What follows belongs to an exercise in optimizing a design on an open flow for a short achievable clock period and few clock cycles per item; a production flow would make more cautious choices.
The RTL was checked by simulation tests, not by an equivalence proof against the original design.
Power is estimated from default activity; no workload was simulated.

## lane 1
==> module bf_engine, before the edit <==
module bf_engine #(
   parameter int TABLE_DEPTH = 1024,
   parameter int VISIT_GAP   = 12
) (
   input  logic                    clk,
   input  logic                    rst,         
   input  logic                    rst_now,     
   input  bf_word_pkg::epoch_t     epoch,
   output logic                    sram_rd_req,
   output bf_word_pkg::sram_addr_t sram_rd_addr,
   output logic                    sram_wr_req,
   output bf_word_pkg::sram_addr_t sram_wr_addr,
   output bf_word_pkg::sram_word_t sram_wr_data,
   input  bf_word_pkg::sram_word_t rd_data,
   input  logic                    rd_vld,
   input  logic                    req_empty,
   output logic                    req_pop,
   input  bf_ctrl_pkg::req_kind_t  req_kind,
   input  bf_word_pkg::sram_addr_t req_hash0,
   input  bf_word_pkg::sram_addr_t req_hash1
);
   localparam int NE = 8;
   logic [NE-1:0]           ent_v;
   bf_word_pkg::sram_addr_t ent_a [NE];
   logic                    ent_op [NE];    
   logic                    ent_k [NE];
   logic [2:0]              tail, retp, head;
   logic [3:0]              nv;             
   logic                    full;
   logic                    cand_v;
   bf_word_pkg::sram_addr_t cand_a;
   logic                    cand_op;
   logic                    cand_k;
   logic [NE-1:0]           cand_m;     
   logic                    sel;        
   logic                    nx_v, nx_op, nx_k;    
   bf_word_pkg::sram_addr_t nx_a;
   logic                    nx_free;
   logic [NE-1:0]           nx_m;
   logic [9:0]              sp;
   logic [9:0]              sc_addr;
   logic                    sc_pend;
   logic [3:0]              vcnt;
   logic [TABLE_DEPTH-1:0]  done;       
   logic [31:0]             sp_lo, sp_hi;    
   logic [31:0]             done_g;
   logic                    done_q;
   logic                    visit, visit_q;
   logic                    st_v;
   logic [31:0]             st_lo, st_hi;    
   logic                     r0_v;
   bf_word_pkg::sram_word_t  r0_d;
   logic                     a1_v, a1_op, a1_k, a1_clr;
   logic [3:0]               a1_sh;
   bf_word_pkg::bucket_vec_t a1_vec;
   bf_word_pkg::sram_addr_t  a1_a;
   bf_word_pkg::epoch_t      a1_ep;
   logic                     a2_v, a2_op, a2_k;
   logic [11:0]              a2_nz;
   bf_word_pkg::bucket_vec_t a2_vec;
   bf_word_pkg::sram_addr_t  a2_a;
   bf_word_pkg::epoch_t      a2_ep;
   bf_word_pkg::bucket_vec_t aged, result;
   logic [11:0]              nz;
   bf_word_pkg::epoch_t      age;
   logic issue, cand_free;
   assign issue     = cand_v && !(|(cand_m & ent_v)) && !full && !a2_v && !rst;
   assign cand_free = !cand_v || issue;
   assign nx_free   = !nx_v || cand_free;
   assign req_pop   = nx_free && !sc_pend && !req_empty && sel && !rst;
   assign visit     = (vcnt == '0) && !sc_pend;
   always_comb begin
      for (int i = 0; i < NE; i++)
         nx_m[i] = (issue && tail == 3'(i)) ? (cand_a == nx_a) : (ent_a[i] == nx_a);
   end
   always_ff @(posedge clk) begin
      if (rst) begin
         ent_v <= '0;
         tail  <= '0;
         head  <= '0;
         nv    <= '0;
         full  <= 1'b0;
      end else begin
         if (issue) begin
            ent_v[tail] <= 1'b1;
            tail        <= tail + 1'b1;
            nv          <= nv + 1'b1;
            full        <= (nv == 4'(NE - 1));
         end
         if (a2_v) begin
            ent_v[head] <= 1'b0;
            head        <= head + 1'b1;
            nv          <= nv - 1'b1;
            full        <= 1'b0;
         end
      end
   end
   always_ff @(posedge clk) begin
      if (!ent_v[tail]) begin
         ent_a[tail]  <= cand_a;
         ent_op[tail] <= cand_op;
         ent_k[tail]  <= cand_k;
      end
   end
   always_ff @(posedge clk) begin
      if (rst) begin
         cand_v  <= 1'b0;
         nx_v    <= 1'b0;
         sel     <= 1'b0;
         sc_pend <= 1'b0;
         sp      <= '0;
         vcnt    <= 4'(VISIT_GAP - 1);
         visit_q <= 1'b0;
      end else begin
         if (cand_free)
            cand_v <= nx_v;
         if (nx_free) begin
            nx_v <= sc_pend || !req_empty;
            if (!sc_pend && !req_empty)
               sel <= !sel;
            if (sc_pend)
               sc_pend <= 1'b0;
         end
         visit_q <= visit;
         if (visit) begin
            vcnt <= 4'(VISIT_GAP - 1);
            sp   <= sp + 1'b1;
            if (!done_q) begin
               sc_pend <= 1'b1;
               sc_addr <= sp;
            end
         end else if (vcnt != '0) begin
            vcnt <= vcnt - 1'b1;
         end
      end
   end
   always_ff @(posedge clk) begin
      if (cand_free) begin
         cand_a  <= nx_a;
         cand_op <= nx_op;
         cand_k  <= nx_k;
         cand_m  <= nx_m;
      end
      if (nx_free) begin
         nx_a  <= sc_pend ? {9'd0, sc_addr} : (sel ? req_hash1 : req_hash0);
         nx_op <= !sc_pend;
         nx_k  <= req_kind;
      end
   end
   always_ff @(posedge clk) begin
      for (int j = 0; j < 32; j++) begin
         sp_lo[j]  <= (sp[4:0] == 5'(j));
         sp_hi[j]  <= (sp[9:5] == 5'(j));
         done_g[j] <= |(done[j*32 +: 32] & sp_lo);
      end
      done_q <= |(done_g & sp_hi);
      st_v   <= a1_v && a1_a[18:10] == '0;
      for (int j = 0; j < 32; j++) begin
         st_lo[j] <= (a1_a[4:0] == 5'(j));
         st_hi[j] <= (a1_a[9:5] == 5'(j));
      end
      for (int i = 0; i < TABLE_DEPTH; i++) begin
         if (rst)
            done[i] <= 1'b0;
         else if (a2_v && st_v && st_hi[i/32] && st_lo[i%32])
            done[i] <= 1'b1;
         else if (visit_q && sp_hi[i/32] && sp_lo[i%32])
            done[i] <= 1'b0;
      end
   end
   assign age = epoch - r0_d[bf_word_pkg::EPOCH_LSB +: bf_word_pkg::EPOCH_BITS];
   always_ff @(posedge clk) begin
      r0_v <= rd_vld;
      r0_d <= rd_data;
      if (rst) begin
         a1_v <= 1'b0;
         a2_v <= 1'b0;
         retp <= '0;
      end else begin
         a1_v <= r0_v;
         a2_v <= a1_v;
         if (r0_v)
            retp <= retp + 1'b1;
      end
      a1_vec <= r0_d[bf_word_pkg::BUCKET_LSB +: bf_word_pkg::VEC_BITS];
      a1_clr <= (age >= 8'd12);
      a1_sh  <= age[3:0];
      a1_a   <= ent_a[retp];
      a1_op  <= ent_op[retp];
      a1_k   <= ent_k[retp];
      a1_ep  <= epoch;
      a2_vec <= aged;
      a2_nz  <= nz;
      a2_a   <= a1_a;
      a2_op  <= a1_op;
      a2_k   <= a1_k;
      a2_ep  <= a1_ep;
   end
   bucket_age u_age (
      .vec_in (a1_vec),
      .clr    (a1_clr),
      .sh     (a1_sh),
      .aged   (aged),
      .nz     (nz)
   );
   bucket_update u_update (
      .aged   (a2_vec),
      .nz     (a2_nz),
      .do_op  (a2_op),
      .kind   (a2_k),
      .result (result)
   );
   always_ff @(posedge clk) begin
      sram_rd_req  <= issue && !rst_now;
      sram_wr_req  <= a2_v && !rst && !rst_now;
      sram_rd_addr <= cand_a;
      sram_wr_addr <= a2_a;
      sram_wr_data <= {result, a2_ep, a2_a[bf_word_pkg::TAG_BITS-1:0]};
   end
endmodule
clock: 10.0 ns
lec_check: 0
cap_margin: 20
core_margin: 2
core_utilization: 40
slew_margin: 20
standard.sh (not shown) runs the stock make flow with config.mk's settings and CLKGATE_MAP_FILE= SYNTH_SCRIPT=/design/flow/synth_recipe.tcl, a recipe that flattens the netlist after the stock synthesis.
==> flow/flow/run.sh <==
#!/bin/bash
set -uo pipefail
cd "$(dirname "$0")/.."
bash standard.sh synth > log_synth.txt 2>&1 || { tail -20 log_synth.txt; exit 1; }
bash standard.sh SETUP_SLACK_MARGIN=7 finish > log_layout.txt 2>&1 || { tail -20 log_layout.txt; exit 1; }
Testbench counts of lane 1, summed over its fixed seeds: cycles 386,622, items 96,000.
Inputs modified between lane 1 and lane 2:
--- a/flow/design.v
+++ b/flow/design.v
@@ -132,7 +132,7 @@
 `timescale 1ns/100ps
 module bf_engine #(
    parameter int TABLE_DEPTH = 1024,
-   parameter int VISIT_GAP   = 12
+   parameter int VISIT_GAP   = 24
 ) (
    input  logic                    clk,
    input  logic                    rst,         
@@ -172,14 +172,15 @@
    logic [9:0]              sp;
    logic [9:0]              sc_addr;
    logic                    sc_pend;
-   logic [3:0]              vcnt;
-   logic [TABLE_DEPTH-1:0]  done;       
-   logic [31:0]             sp_lo, sp_hi;    
-   logic [31:0]             done_g;
-   logic                    done_q;
+   logic [4:0]              vcnt;
    logic                    visit, visit_q;
-   logic                    st_v;
-   logic [31:0]             st_lo, st_hi;    
+   logic [255:0]            done;
+   logic [15:0]             sp_lo, sp_hi;    
+   logic [15:0]             done_g;
+   logic                    done_q;
+   logic                    st_v;            
+   logic [15:0]             st_lo, st_hi;
+   logic [9:0]              ahead;
    logic                     r0_v;
    bf_word_pkg::sram_word_t  r0_d;
    logic                     a1_v, a1_op, a1_k, a1_clr;
@@ -241,7 +242,7 @@
          sel     <= 1'b0;
          sc_pend <= 1'b0;
          sp      <= '0;
-         vcnt    <= 4'(VISIT_GAP - 1);
+         vcnt    <= 5'(VISIT_GAP - 1);
          visit_q <= 1'b0;
       end else begin
          if (cand_free)
@@ -255,7 +256,7 @@
          end
          visit_q <= visit;
          if (visit) begin
-            vcnt <= 4'(VISIT_GAP - 1);
+            vcnt <= 5'(VISIT_GAP - 1);
             sp   <= sp + 1'b1;
             if (!done_q) begin
                sc_pend <= 1'b1;
@@ -279,24 +280,23 @@
          nx_k  <= req_kind;
       end
    end
+   assign ahead = a1_a[9:0] - sp;
    always_ff @(posedge clk) begin
-      for (int j = 0; j < 32; j++) begin
-         sp_lo[j]  <= (sp[4:0] == 5'(j));
-         sp_hi[j]  <= (sp[9:5] == 5'(j));
-         done_g[j] <= |(done[j*32 +: 32] & sp_lo);
+      for (int j = 0; j < 16; j++) begin
+         sp_lo[j]  <= (sp[3:0] == 4'(j));
+         sp_hi[j]  <= (sp[7:4] == 4'(j));
+         done_g[j] <= |(done[j*16 +: 16] & sp_lo);
+         st_lo[j]  <= (a1_a[3:0] == 4'(j));
+         st_hi[j]  <= (a1_a[7:4] == 4'(j));
       end
       done_q <= |(done_g & sp_hi);
-      st_v   <= a1_v && a1_a[18:10] == '0;
-      for (int j = 0; j < 32; j++) begin
-         st_lo[j] <= (a1_a[4:0] == 5'(j));
-         st_hi[j] <= (a1_a[9:5] == 5'(j));
-      end
-      for (int i = 0; i < TABLE_DEPTH; i++) begin
+      st_v   <= a1_v && a1_a[18:10] == '0 && ahead[9:8] == 2'b00 && ahead[7:1] != '0;
+      for (int i = 0; i < 256; i++) begin
          if (rst)
             done[i] <= 1'b0;
-         else if (a2_v && st_v && st_hi[i/32] && st_lo[i%32])
+         else if (a2_v && st_v && st_hi[i/16] && st_lo[i%16])
             done[i] <= 1'b1;
-         else if (visit_q && sp_hi[i/32] && sp_lo[i%32])
+         else if (visit_q && sp_hi[i/16] && sp_lo[i%16])
             done[i] <= 1'b0;
       end
    end
[summary]
Cmp lane 1 and lane 2 / wire length of the first global-routing pass / higher: lane 1. Delta(combinational share of power, lane 2 - lane 1) > 0. Cmp lane 2 vs lane 1: detailed-route vias per instance lower in lane 2. Cmp lane 1 and lane 2 / area added between synthesis and finish / lower: lane 1. [lane 2] number of buffers created by CTS fell 78 relative to lane 1. Total power on lane 2 is ahead of lane 1. Min count of clock-buffer cells in the layout across lane 1 and lane 2: lane 2. What lane 1 reported for post-synth design cell area has to be multiplied by 0.59 to get the figure for lane 2.
Testbench counts of lane 2, summed over its fixed seeds: cycles 387,757, items 96,000.

Setup of before:
Another version of the RTL of bf_top (not shown whole).
Size: roughly 3900 cells after synthesis, ~1100 flip-flops, roughly 230 I/O pins, roughly 44000 um2 of cells after synthesis.
export LEC_CHECK = 0
export CAP_MARGIN = 20
export CORE_MARGIN = 2
export CORE_UTILIZATION = 40
export SLEW_MARGIN = 20
create_clock -name core_clock -period 10.0 [get_ports {clk}]
Scripts as last shown in full above: flow/flow/run.sh
Testbench counts of before, summed over its fixed seeds: cycles 387,221, items 96,000.
> inputs changed (before -> after)
--- a/flow/design.v
+++ b/flow/design.v
@@ -179,12 +179,14 @@
    logic [15:0]             sp_lo, sp_hi;    
    logic [15:0]             done_g;
    logic                    done_q;
    logic                    st_v;            
    logic [15:0]             st_lo, st_hi;
    logic [9:0]              ahead;
+   logic                     r0_v;
+   bf_word_pkg::sram_word_t  r0_d;
    logic                     a1_v, a1_op, a1_k, a1_clr;
    logic [3:0]               a1_sh;
    bf_word_pkg::bucket_vec_t a1_vec;
    bf_word_pkg::sram_addr_t  a1_a;
    bf_word_pkg::epoch_t      a1_ep;
    logic                     a2_v, a2_op, a2_k;
@@ -298,25 +300,27 @@
          else if (a2_v && st_v && st_hi[i/16] && st_lo[i%16])
             done[i] <= 1'b1;
          else if (visit_q && sp_hi[i/16] && sp_lo[i%16])
             done[i] <= 1'b0;
       end
    end
-   assign age = epoch - rd_data[bf_word_pkg::EPOCH_LSB +: bf_word_pkg::EPOCH_BITS];
+   assign age = epoch - r0_d[bf_word_pkg::EPOCH_LSB +: bf_word_pkg::EPOCH_BITS];
    always_ff @(posedge clk) begin
+      r0_v <= rd_vld;
+      r0_d <= rd_data;
       if (rst) begin
          a1_v <= 1'b0;
          a2_v <= 1'b0;
          retp <= '0;
       end else begin
-         a1_v <= rd_vld;
+         a1_v <= r0_v;
          a2_v <= a1_v;
-         if (rd_vld)
+         if (r0_v)
             retp <= retp + 1'b1;
       end
-      a1_vec <= rd_data[bf_word_pkg::BUCKET_LSB +: bf_word_pkg::VEC_BITS];
+      a1_vec <= r0_d[bf_word_pkg::BUCKET_LSB +: bf_word_pkg::VEC_BITS];
       a1_clr <= (age >= 8'd12);
       a1_sh  <= age[3:0];
       a1_a   <= ent_a[retp];
       a1_op  <= ent_op[retp];
       a1_k   <= ent_k[retp];
       a1_ep  <= epoch;
@@ -364,13 +368,13 @@
    input  logic                    sram_rd_vld,
    output logic                    sram_wr_req,
    output bf_word_pkg::sram_addr_t sram_wr_addr,
    output bf_word_pkg::sram_word_t sram_wr_data
 );
    localparam int REQ_BITS   = 1 + 2 * bf_word_pkg::ADDR_BITS;
-   localparam int DEPTH_BITS = 2;
+   localparam int DEPTH_BITS = 3;
    bf_word_pkg::epoch_t     epoch;
    logic                    rst_q;
    logic                    cap_v, rdy_d, taken;
    bf_ctrl_pkg::req_kind_t  cap_k;
    bf_word_pkg::sram_addr_t cap_h0, cap_h1;
    logic                    req_empty, req_pop;
==> notes.md <==
- after gives less setup slack than before did.
- Going from before to after, sum of routed wire length over all layers saw an increase; worst hold slack saw little to no change.
- Looking at overall power after layout, after sits about 10% higher than before does.
- In after the cell area after layout turned out 16% higher than in before.
- The cell count in before is 0.927 times that in after.
- [compare] base=before new=after: maximum clock frequency went down by 1.6%, combinational fraction of design power went down by 4.2 points.
Testbench counts of after, summed over its fixed seeds: cycles 387,646, items 96,000.

afterwards: timing with drivers on the ports:
No port has a modelled driver above. Below, the same layouts with a new extraction and two added sets of constraints.
Step 1: set_driving_cell puts a clkbuf_16 on clk and a buf_2 on each other input, an assumption about the parent block.
Step 2 moves the port delays by t, midway between the first and last clock arrival at a register: inputs arrive t later, outputs are due t later. That takes back most of the time a late clock gives input paths.
Slacks: ideal / step 1 / step 2; pairs: ideal / step 1.
run	t (ns)	setup WS [ns]	worst setup path at the end
lane 1	0.939	6.609 / 6.528 / 7.126	register to register
lane 2	0.809	6.777 / 6.706 / 7.118	input to register
before	0.766	6.804 / 6.737 / 6.260	input to register
after	0.829	6.751 / 6.678 / 6.992	register to register
After both steps every run listed still meets setup and hold. The setup slack of before, which loses most, moves by -0.067 ns with the drivers and by -0.544 ns with both steps.
